What follows belongs to an exercise in optimizing a design on an open flow for small area; a production flow would make more cautious choices. Function was checked by simulation only, so behaviour that the tests miss may differ from the original. Power is estimated from default activity; no workload was simulated.

## violet
==> flow/design.v (excerpt) <==
module data_mem_responder #(
    parameter int ADDR_W      = 8,
    parameter int DATA_W      = 16,
    parameter int WAIT_STATES = 1
) (
    input  logic              clk,
    input  logic              rst_n,
    input  logic              mem_req,
    input  logic              mem_we,
    input  logic [ADDR_W-1:0] mem_addr,
    input  logic [DATA_W-1:0] mem_in,
    output logic [DATA_W-1:0] mem_out,
    output logic              mem_ready,
    input  logic              ld_clear,
    input  logic              ld_valid,
    input  logic [7:0]        ld_byte,
    output logic              ld_ready
);
    localparam int WADDR_W = ADDR_W - 1;
    localparam int WORDS   = 2**WADDR_W;
    localparam int HW      = DATA_W / 2;
    logic                rdw_q, wrw_q, rsp_q;
    logic                idle;
    logic [ADDR_W-1:0]   ld_ptr_q;
    logic [DATA_W-1:0]   mem_out_q;
    logic [7:0]          rd_lo_q, rd_lo_d;
    logic [15:0]         rd_hi_q, rd_hi_d;
    logic                bus_rd, bus_wr, ld_wr;
    logic [1:0]          wr_be;
    logic [WADDR_W-1:0]  wr_addr;
    logic [DATA_W-1:0]   wr_data;
    logic [WORDS-1:0][DATA_W-1:0] mem_q;
    logic [1:0][7:0]              wr_lo_n;
    logic [15:0]                  wr_hi_n;
    logic [WORDS-1:0][1:0]        wr_en;
    logic [WORDS-1:0]             rd_sel_n;
    logic [DATA_W-1:0][WORDS-1:0] rd_bits;
    logic [DATA_W-1:0]            rd_word;
    assign idle     = ~(rdw_q | wrw_q | rsp_q);
    assign ld_ready = idle & ~mem_req & ~ld_clear;
    assign bus_rd  = idle & mem_req & ~mem_we;
    assign bus_wr  = idle & mem_req & mem_we;
    assign ld_wr   = ld_ready & ld_valid;
  ...
Size: ~4100 cells after synthesis, roughly 56 I/O pins, roughly 74000 sq um of cells after synthesis.
Settings: LEC_CHECK=0, ABC_CLOCK_PERIOD_IN_PS=100000, CAP_MARGIN=5, CORE_MARGIN=2, CORE_UTILIZATION=60, CTS_BUF_LIST=sky130_fd_sc_hd__clkbuf_8, CTS_CLUSTER_DIAMETER=60, CTS_CLUSTER_SIZE=20, GPL_TIMING_DRIVEN=0, SLEW_MARGIN=5, SYNTH_HIERARCHICAL=1; clock period 4.0 ns.
run.sh (not shown) runs the stock make flow with config.mk's settings and CLKGATE_MAP_FILE= SYNTH_SCRIPT=/design/flow/synth_recipe.tcl, a recipe that flattens the netlist after the stock synthesis.
| violet | all stages done | FAIL | negative setup slack |
Input-level comparison between garnet and violet:
- SLEW_MARGIN changed from 5 to 20
- CAP_MARGIN changed from 5 to 20
[summary]
- Nothing crashed in garnet and all stages finished; the problem is that the final layout failed, the offending checks being negative setup slack.
- Sort garnet and violet by count of clock-buffer cells in the layout, ascending, and violet comes first.
- Between violet and garnet, the number of search-and-repair iterations in the first detailed-routing pass figures differ only marginally.
- Going from violet to garnet, net switching share of the total power fell 0.20 points, period utilization went down 0.84 points, worst hold slack across all endpoints shows a reduction of 0.0055 ns, total power stayed essentially flat.
- garnet — relative area change from synthesis to final layout 0.21 points higher, violet as reference
- Compared with violet, garnet has extra setup slack.
- violet -> garnet: share of synthesized cell area in and, or, nand and nor gates delta 0, exact match
- Count of fill cells added during filler insertion: garnet vs violet down 0.38%
- Comparing garnet with violet, the final area came out essentially unchanged.

* * *

Another version of the RTL of data_mem_responder (not shown whole).
Size: roughly 2100 flip-flops, about 56 I/O pins, about 73000 sq um of cells after synthesis.
Design data_mem_responder, start of the top module:
module data_mem_responder #(
    parameter int ADDR_W      = 8,
    parameter int DATA_W      = 16,
    parameter int WAIT_STATES = 1
) (
    input  logic              clk,
    input  logic              rst_n,
    input  logic              mem_req,
    input  logic              mem_we,
    input  logic [ADDR_W-1:0] mem_addr,
    input  logic [DATA_W-1:0] mem_in,
    output logic [DATA_W-1:0] mem_out,
    output logic              mem_ready,
    input  logic              ld_clear,
    input  logic              ld_valid,
    input  logic [7:0]        ld_byte,
    output logic              ld_ready
);
export LEC_CHECK = 0
export ABC_CLOCK_PERIOD_IN_PS = 100000
export CAP_MARGIN = 20
export CORE_MARGIN = 2
export CORE_UTILIZATION = 70
export CTS_BUF_LIST = sky130_fd_sc_hd__clkbuf_8
export CTS_CLUSTER_DIAMETER = 50
export CTS_CLUSTER_SIZE = 16
export GPL_TIMING_DRIVEN = 0
export PLACE_DENSITY = 0.8
export SETUP_SLACK_MARGIN = 0.4
export SLEW_MARGIN = 20
export SYNTH_HIERARCHICAL = 1
create_clock -name core_clock -period 4.0 [get_ports {clk}]
Then changed:
==> flow/flow/run.sh (new file) <==
#!/bin/bash
# Layout flow: the standard ORFS flow (standard.sh, its synthesis unchanged),
# with two changes:
#  - clock tree synthesis without dummy loads (clkbuf_8 leaves, clusters of
#    at most 18 sinks within 55 um);
#  - port buffers use the smallest buffer, buf_1.
# All of make's output goes to flow_make.log in this folder; ORFS writes each
# step's log under orfs/logs/.
set -euo pipefail
bash standard.sh \
  "CTS_ARGS=-sink_clustering_enable -repair_clock_nets -dont_use_dummy_load -buf_list sky130_fd_sc_hd__clkbuf_8 -sink_clustering_size 18 -sink_clustering_max_diameter 55" \
  "BUFFER_PORTS_ARGS=-buffer_cell sky130_fd_sc_hd__buf_1" \
  finish > flow_make.log 2>&1
==> flow/standard.sh (new file) <==
#!/bin/bash
# synth_recipe.tcl (not shown) runs the flow's synth.tcl, then flattens the netlist and writes it again
# the make line also repeats each setting of config.mk as NAME=value (left out here)
make -C /OpenROAD-flow-scripts/flow DESIGN_CONFIG=/design/flow/config.mk WORK_HOME=/design/flow/orfs CLKGATE_MAP_FILE= SYNTH_SCRIPT=/design/flow/synth_recipe.tcl "${@:-finish}"
- SETUP_SLACK_MARGIN: 0.4 -> 0.3
removed: flow/run.sh
Effect: Power shrinks by a few percent. Final area is lower slightly. Sequential power hardly moves. Die area stays the same. Worst setup slack improved by 82 ps.

port drivers added, routing unchanged:
The results above use ideal ports. As a check the final layouts listed here were re-extracted and re-timed, cells and wires unchanged.
Step 1, drivers: a clkbuf_16 drives clk and a buf_2 each remaining input, both assumed.
Step 2 adds t to the input delays and takes it off the output delays; t is the mean of the earliest and latest rising clock arrival at the registers after step 1. Input paths then give back, and output paths get back, about the clock's delay inside the block.
Slacks: ideal ports / drivers / drivers and shift; pairs: ideal ports / drivers.
run	shift t [ns]	slack for setup (ns)	latest minus earliest clock arrival (ns)	slew at the worst register clock pin (ns)	pins driven straight from the clock port
violet	0.983	-0.216 / -0.177 / -1.160	0.040 / 0.040	0.12 / 0.12	1
garnet	0.980	-0.182 / -0.128 / -1.109	0.033 / 0.033	0.12 / 0.12	1
the first run of note 2	0.966	0.169 / 0.065 / -0.883	0.035 / 0.035	0.11 / 0.11	1
the second run of note 2	0.969	0.251 / 0.246 / -0.723	0.070 / 0.070	0.11 / 0.11	1
Met with ideal ports but missed after step 2: setup timing in the first run of note 2 and the second run of note 2. The setup slack of the first run of note 2, which loses most, moves by -0.104 ns with the drivers and by -1.052 ns with both steps.
